Source: an optimization exercise on an open RTL-to-GDS flow (aim: small area, a short achievable clock period and few clock cycles per item). Production flows keep margins and buffers that such runs may drop. Only simulation tests tie the RTL to the original design; equivalence was not proved. No activity file was given, so power comes from the tool's default toggle rates.

--- design.v ---
package msc_pkg;
	localparam int CAPACITY_DEF   = 32;
	localparam int DATA_WIDTH_DEF = 8;
	localparam logic [1:0] OP_INSERT = 2'd0;
	localparam logic [1:0] OP_QUERY  = 2'd1;
	localparam logic [1:0] OP_REMOVE = 2'd2;
	localparam logic [1:0] MODE_FIFO = 2'd0;
	localparam logic [1:0] MODE_LIFO = 2'd1;
	localparam logic [1:0] MODE_SET  = 2'd2;
	localparam logic [1:0] MODE_PQ   = 2'd3;
	localparam logic [1:0] ST_OK        = 2'd0;
	localparam logic [1:0] ST_UNDERFLOW = 2'd1;
	localparam logic [1:0] ST_OVERFLOW  = 2'd2;
	typedef enum logic [1:0] {
		S_IDLE,
		S_SCAN,
		S_DONE
	} state_t;
	typedef struct packed {
		logic ins;
		logic shift;
	} cmd_t;
	typedef struct packed {
		logic has;
		logic found;
	} scan_flags_t;
endpackage
module mode_select_container #(
	parameter int CAPACITY   = msc_pkg::CAPACITY_DEF,
	parameter int DATA_WIDTH = msc_pkg::DATA_WIDTH_DEF,
	parameter int IN_TDATA_W  = ((DATA_WIDTH + 7) / 8) * 8,
	parameter int OUT_TDATA_W = ((DATA_WIDTH + 1 + 7) / 8) * 8
) (
	input  logic                   clk,
	input  logic                   arst_n,
	input  logic                   cfg_valid,
	output logic                   cfg_ready,
	input  logic [1:0]             cfg_data,
	input  logic                   s_tvalid,
	output logic                   s_tready,
	input  logic [IN_TDATA_W-1:0]  s_tdata,   
	input  logic [1:0]             s_tuser,   
	output logic                   m_tvalid,
	input  logic                   m_tready,
	output logic [OUT_TDATA_W-1:0] m_tdata,   
	output logic [1:0]             m_tuser    
);
	localparam int N  = CAPACITY;
	localparam int DW = DATA_WIDTH;
	localparam int NS = (DW + 1) / 2;   
	logic [1:0]    disc_q;
	logic [N-1:0]  valid_q;
	logic [DW-1:0] val_q [N];
	logic          out_v_q;
	logic [DW-1:0] rm_q;
	logic          empty_q;
	logic [1:0]    st_q;
	logic [DW-1:0] key;
	logic          take, is_ins, is_rm, full, empty, single, dup, skip;
	logic          do_ins, do_rm;
	logic [N-1:0]  lower_v, higher_v, head, tail, upper, cand0, cand, sel, eq;
	logic [N-1:0]  col [DW+1];
	logic [DW:0]   minval;
	assign cfg_ready = 1'b1;
	assign key       = s_tdata[DW-1:0];
	assign s_tready  = !out_v_q || m_tready;
	assign take      = s_tvalid && s_tready;
	assign is_ins    = (s_tuser == msc_pkg::OP_INSERT);
	assign is_rm     = (s_tuser == msc_pkg::OP_REMOVE);
	function automatic [N-1:0] pfx_or(input [N-1:0] x);
		reg [N-1:0] y;
		y = x;
		for (int k = 1; k < N; k = k * 2) y = y | (y << k);
		pfx_or = y;
	endfunction
	function automatic [N-1:0] sfx_or(input [N-1:0] x);
		reg [N-1:0] y;
		y = x;
		for (int k = 1; k < N; k = k * 2) y = y | (y >> k);
		sfx_or = y;
	endfunction
	always_comb begin
		lower_v  = pfx_or(valid_q) << 1;
		higher_v = sfx_or(valid_q) >> 1;
		upper    = ~(sfx_or(~valid_q) >> 1);
		head = valid_q & ~lower_v;
		tail = valid_q & ~higher_v;
		for (int i = 0; i < N; i++) begin
			eq[i] = valid_q[i] && (val_q[i] == key);
			for (int b = 0; b < DW; b++) col[b][i] = val_q[i][b];
		end
		col[DW] = '0;
	end
	assign full   = &valid_q;
	assign empty  = !(|valid_q);
	assign single = !(|(valid_q & ~head));
	assign dup    = (disc_q == msc_pkg::MODE_SET) && (|eq);
	always_comb begin
		logic [1:0] d;
		logic [2:0] a;   
		case (disc_q)
			msc_pkg::MODE_FIFO: cand0 = head;
			msc_pkg::MODE_LIFO: cand0 = tail;
			default:            cand0 = valid_q;
		endcase
		cand = cand0;
		for (int s = NS - 1; s >= 0; s--) begin
			a = '0;
			for (int i = 0; i < N; i++) begin
				d = {col[2*s+1][i], col[2*s][i]};
				for (int k = 0; k < 3; k++) a[k] = a[k] | (cand[i] && (d == 2'(k)));
			end
			minval[2*s+1 -: 2] = a[0] ? 2'd0 : a[1] ? 2'd1 : a[2] ? 2'd2 : 2'd3;
			for (int i = 0; i < N; i++) begin
				d = {col[2*s+1][i], col[2*s][i]};
				cand[i] = cand[i] && (d == minval[2*s+1 -: 2]);
			end
		end
		sel = cand & ~(pfx_or(cand) << 1);
	end
	assign skip   = dup || full;
	assign do_ins = take && is_ins && !skip;
	assign do_rm  = take && is_rm && !empty;
	always_ff @(posedge clk) begin
		for (int i = 0; i < N; i++) begin
			if (do_ins && upper[i]) val_q[i] <= (i == N - 1) ? key : val_q[(i + 1) % N];
		end
	end
	always_ff @(posedge clk or negedge arst_n) begin
		if (!arst_n) begin
			disc_q  <= msc_pkg::MODE_FIFO;
			valid_q <= '0;
			out_v_q <= 1'b0;
		end else begin
			if (cfg_valid) disc_q <= cfg_data;
			if (do_ins) valid_q <= valid_q | upper;
			else if (do_rm) valid_q <= valid_q & ~sel;
			if (take) out_v_q <= 1'b1;
			else if (m_tready) out_v_q <= 1'b0;
		end
	end
	always_ff @(posedge clk) begin
		if (take) begin
			rm_q    <= do_rm ? minval[DW-1:0] : '0;
			empty_q <= is_ins ? 1'b0 : is_rm ? (empty || single) : empty;
			if (is_ins && skip && !dup)
				st_q <= msc_pkg::ST_OVERFLOW;
			else if (is_rm && empty)
				st_q <= msc_pkg::ST_UNDERFLOW;
			else
				st_q <= msc_pkg::ST_OK;
		end
	end
	assign m_tvalid = out_v_q;
	assign m_tdata  = OUT_TDATA_W'({empty_q, rm_q});
	assign m_tuser  = st_q;
endmodule
--- run.sh ---
#!/bin/bash
# synth_recipe.tcl (not shown) runs the flow's synth.tcl, then flattens the netlist and writes it again
# the make line also repeats each setting of config.mk as NAME=value (left out here)
make -C /OpenROAD-flow-scripts/flow DESIGN_CONFIG=/design/flow/config.mk WORK_HOME=/design/flow/orfs CLKGATE_MAP_FILE= SYNTH_SCRIPT=/design/flow/synth_recipe.tcl finish
--- config.mk ---
export PLATFORM = sky130hd
export DESIGN_NAME = mode_select_container
export DESIGN_NICKNAME = mode_select_container
export VERILOG_FILES = /design/flow/design.v
export SDC_FILE = /design/flow/constraint.sdc
export NUM_CORES = 4
export LEC_CHECK = 0
export ABC_AREA = 1
export CAP_MARGIN = 20
export CORE_MARGIN = 2
export CORE_UTILIZATION = 40
export SETUP_SLACK_MARGIN = 3
export SLEW_MARGIN = 20
--- constraint.sdc ---
create_clock -name core_clock -period 12.0 [get_ports {clk}]
set_input_delay 2.4000 -clock core_clock [delete_from_list [all_inputs] [get_ports {clk}]]
set_output_delay 2.4000 -clock core_clock [all_outputs]
set_load 0.01 [all_outputs]
==> summary.txt <==
stage by stage:
stage | worst slack (ns) | std cells
6_report | 3.00 | 4624
5_1_grt | 2.96 | 4618
4_1_cts | 3.00 | 4575
3_5_place_dp | 1.16 | 4492
3_3_place_gp | 1.03 | 4492
2_1_floorplan | 3.00 | 3623
layer usage:
metal  vias up  GRT usage [%]  share of wire [%]  wire length (µm)
met3       471           8.26                 14             17900
met4         4           22.2                7.6              9990
met5         -              0              0.021                27
met2      2160           57.1                 40             52800
li1      12600              -                  -                 -
met1     13300           54.3                 38             50500
synth_stat cells, types with 3 or more instances:
cell type                   instances
sky130_fd_sc_hd__inv_1            396
sky130_fd_sc_hd__o41ai_1           12
sky130_fd_sc_hd__nand4_1          237
sky130_fd_sc_hd__nand3_1          392
sky130_fd_sc_hd__a21oi_2            3
sky130_fd_sc_hd__nor2_1           774
sky130_fd_sc_hd__buf_6              6
sky130_fd_sc_hd__clkbuf_2           3
sky130_fd_sc_hd__nor2_2            21
sky130_fd_sc_hd__a21oi_1           68
sky130_fd_sc_hd__o21ai_0           81
sky130_fd_sc_hd__a221oi_1          16
sky130_fd_sc_hd__a22oi_1            3
sky130_fd_sc_hd__nand2_4            6
sky130_fd_sc_hd__nand3_2            3
sky130_fd_sc_hd__edfxtp_1         267
sky130_fd_sc_hd__nor2_4             6
sky130_fd_sc_hd__nor4_1            17
sky130_fd_sc_hd__buf_1              5
sky130_fd_sc_hd__a2111oi_0         36
sky130_fd_sc_hd__xor2_1            37
sky130_fd_sc_hd__nor3_1            16
sky130_fd_sc_hd__nand3b_1           7
sky130_fd_sc_hd__o2111ai_1         16
sky130_fd_sc_hd__o22ai_1           81
sky130_fd_sc_hd__a21boi_1           3
sky130_fd_sc_hd__o221ai_1           3
sky130_fd_sc_hd__inv_2              8
sky130_fd_sc_hd__nand2_2           12
sky130_fd_sc_hd__dfrtp_1           35
sky130_fd_sc_hd__nand2_1          833
sky130_fd_sc_hd__a211oi_1           3
sky130_fd_sc_hd__clkinv_1          10
sky130_fd_sc_hd__o21ai_1           36
sky130_fd_sc_hd__and3_1             3
sky130_fd_sc_hd__buf_2             43
sky130_fd_sc_hd__buf_4             34
sky130_fd_sc_hd__clkbuf_1          44
sky130_fd_sc_hd__xnor2_1           18
worst max-delay path: cells and delay by family, from the launching register on:
family	cells	cell delay [ns]
and+or+nand+nor	47	6.61
buffers and inverters	11	1.58
DFF	1	0.46
AOI/OAI and AO/OA	1	0.24
sequential cells by signal (all words and copies together) (netlist names):
register and cells:
rm_q 8, val_q 256, valid_q 32, st_q 2, out_v_q 1, disc_q 2
empty_q 1
final cells by class:
cell class / instances / area, µm² / share of cell area, %
inverter: 416 / 1590 / 5.39
antenna: 6 / 15.0 / 0.0509
clock inverter: 25 / 201 / 0.682
timing repair buffer: 271 / 2580 / 8.75
sequential: 302 / 8920 / 30.2
multi-input combinational: 2775 / 14200 / 48.0
clock buffer: 47 / 1050 / 3.55
tap: 782 / 978 / 3.31
worst min path at each step:
stage / slack [ns] / start / endpoint / cells after the start
2_1_floorplan: 0.45 / val_q[29][7] / val_q[28][7] / 0
3_3_place_gp: 0.47 / val_q[29][7] / val_q[28][7] / 0
3_5_place_dp: 0.49 / val_q[29][7] / val_q[28][7] / 0
4_1_cts: 0.49 / val_q[29][7] / val_q[28][7] / 0
5_1_grt: 0.50 / val_q[29][7] / val_q[28][7] / 0
6_report: 0.50 / val_q[29][7] / val_q[28][7] / 0
cells by family (layout without fill, tap and decap cells):
family                    Yosys count  in the layout  share of synthesized area (%)
buffers and inverters             551            759                           9.52
xor gates and xnor gates           55             55                           1.99
and+or+nand+nor                  2334           2339                           42.0
DFF                               302            302                           36.8
AOI/OAI and AO/OA                 373            373                           9.72
other                               2             14                         0.0310
what timing repair did:
item                                    in CTS  in global routing
endpoints found under the setup margin     154                 72
buffers inserted                             7                 32
hold buffers                                 0                  0
pin swaps                                    9                 40
cloned                                       4                 11
resized for setup                          100                239
where the power goes:
part / internal [mW] / switching, mW
Sequential: 1.18 / 0.0623
Clock: 0.688 / 0.523
Combinational: 0.405 / 0.928
Total: 2.28 / 1.51
==> summary.txt <==
cell area after layout=around 0.03 mm²; crit end category=flip-flop; crit share post-route=75.0%; class of the worst hold path=flip-flop to flip-flop; worst-case clock skew=about 0.03 ns; worst path arrival time=between 9 and 10 ns; most used cells in the layout excluding fill and tap cells=790 x sky130_fd_sc_hd__nand2_1, 655 x sky130_fd_sc_hd__nor2_1, 393 x sky130_fd_sc_hd__inv_1; top cells by area, synth=sky130_fd_sc_hd__edfxtp_1 33%, sky130_fd_sc_hd__nand2_1 13%, sky130_fd_sc_hd__nor2_1 12%; type of the worst setup path=flip-flop to flip-flop; number of maximum-capacitance violations=0; sum of overflow across all layers after global routing=0; root cell of the clock tree=sky130_fd_sc_hd__clkbuf_16; maximum buffer depth of the clock tree=3; slowest cell delay on critical path=roughly 0.46 ns; via count=between 20000 and 30000; largest net degree at the start of global routing=36; number of antenna violations at the first check in global routing=6; Design Power=roughly 3.8 mW; leading cell type in the layout, fill and taps excluded=sky130_fd_sc_hd__nand2_1; worst flop-to-flop path endpoint=valid_q[29]; Post-route DRC=0; clock transition at the register clock pins on the worst setup and hold paths after CTS=around 0.06 ns; remaining antenna violation count after routing=0; average detailed-routed wire length per instance=~28 µm; launch point of the worst path=disc_q[0]; Skew-Pair Late Insertion Delay=~0.60 ns; width of the die=~250 µm; CTS tree=built; Total Routed Length=131 mm; first-pass GRT wire length=around 180 mm; placeable core region=0.0600 mm²; final period demand of the worst path=approximately 9 ns; Post-synth EDFFs=267; RSZ-0062 raised after global routing=no; setup TNS after final layout=0 ns; cell area after synthesis=0.0242 mm²; number of input and output port buffers inserted=29; transition at the pin with the smallest max-transition slack=~1.3 ns; number of global-route vias before repair=between 20000 and 25000; Clock Sinks=about 300; placement-stage cell area=roughly 0.026 mm²; count of state elements after synthesis=about 300; Critical Path Sink=valid_q[29]; Netlist cell types=58; Synth async-reset ratio=a little under an eighth; number of levels the H-tree was split into=2; pins over their slew limit=0; Detail Placement HPWL=~95 mm; Startpoint Class=flip-flop; I/O pin count=38; Worst R2R Path Depth=59; dominant cell type by count on the critical path=sky130_fd_sc_hd__nand2_1; run status=finished clean; largest vdd supply drop=between 0.1 and 0.15 mV; Crit Path Max Fanout=8; library cell contributing the largest single delay on the critical path=sky130_fd_sc_hd__dfrtp_2; top_reg_cell synth=sky130_fd_sc_hd__edfxtp_1; drt pass-1 iters=7; worst hold slack after final layout=about 0.50 ns; Synth Warn #=3; Layout fillers=between 6000 and 7000; final hold violations=0; number of nets at the end of the flow=3823; leakage power=13.1 nW; core occupancy in the finished layout=49.2%; fraction of post-synthesis cell area in the top cell type by area=about a third; critical path data required time=~12 ns; Die Area=around 0.062 mm²; instance count of the mapped netlist=3617; Max-Slew Margin vs Limit=approximately 13%; setup slack on the worst flop-to-flop path=about 3 ns; CTS Buf Count=40; Initial Util=between 40% and 50%; Tot GR Track Use=between 30% and 40%; ratio of total power to cell area=around 130 mW/mm²; final setup violation count=0; share of synthesized area occupied by flip-flops and latches=approximately 37%; Vias per Instance=6.18; Area Growth Syn to Fin=22.0%; Post-Synthesis Mean Instance Area=approximately 6.7 µm²; largest area contributor in the synthesized netlist=sky130_fd_sc_hd__edfxtp_1; share of post-route cells with drive strength above 1=16.4%; highest attainable clock frequency=~110 MHz; Cell Rows=90; overall die height=roughly 250 µm; r2r startpoint=disc_q[0]; iteration-0 DRC count of the detailed router=roughly 4200; weighted congestion reported at the end of routability-driven placement=around 1.1
Testbench counts, summed over its fixed seeds: cycles 7,744, items 7,680.

separate check: timing with driven ports:
The flow's constraints put no driver on any port. The routed layout listed below was extracted and timed again, unchanged, in two steps.
Step 1 sets driving cells, clkbuf_16 on the clock port and buf_2 on the other inputs (assumed; they add their load-dependent delay and slew).
Step 2, shift: input delay + t, output delay - t, t = (earliest + latest rising clock arrival at the registers) / 2. This alone moves slack from input paths to output paths.
Three values: ideal, step 1, step 2; two values: the first two.
t, ns: 0.647
slack for setup (ns): 2.999 / 2.999 / 2.422
slew at the worst register clock pin (ns): 0.06 / 0.06
After both steps this run still meets setup and hold. The setup slack of this run moves by 0.000 ns with the drivers and by -0.577 ns with both steps.
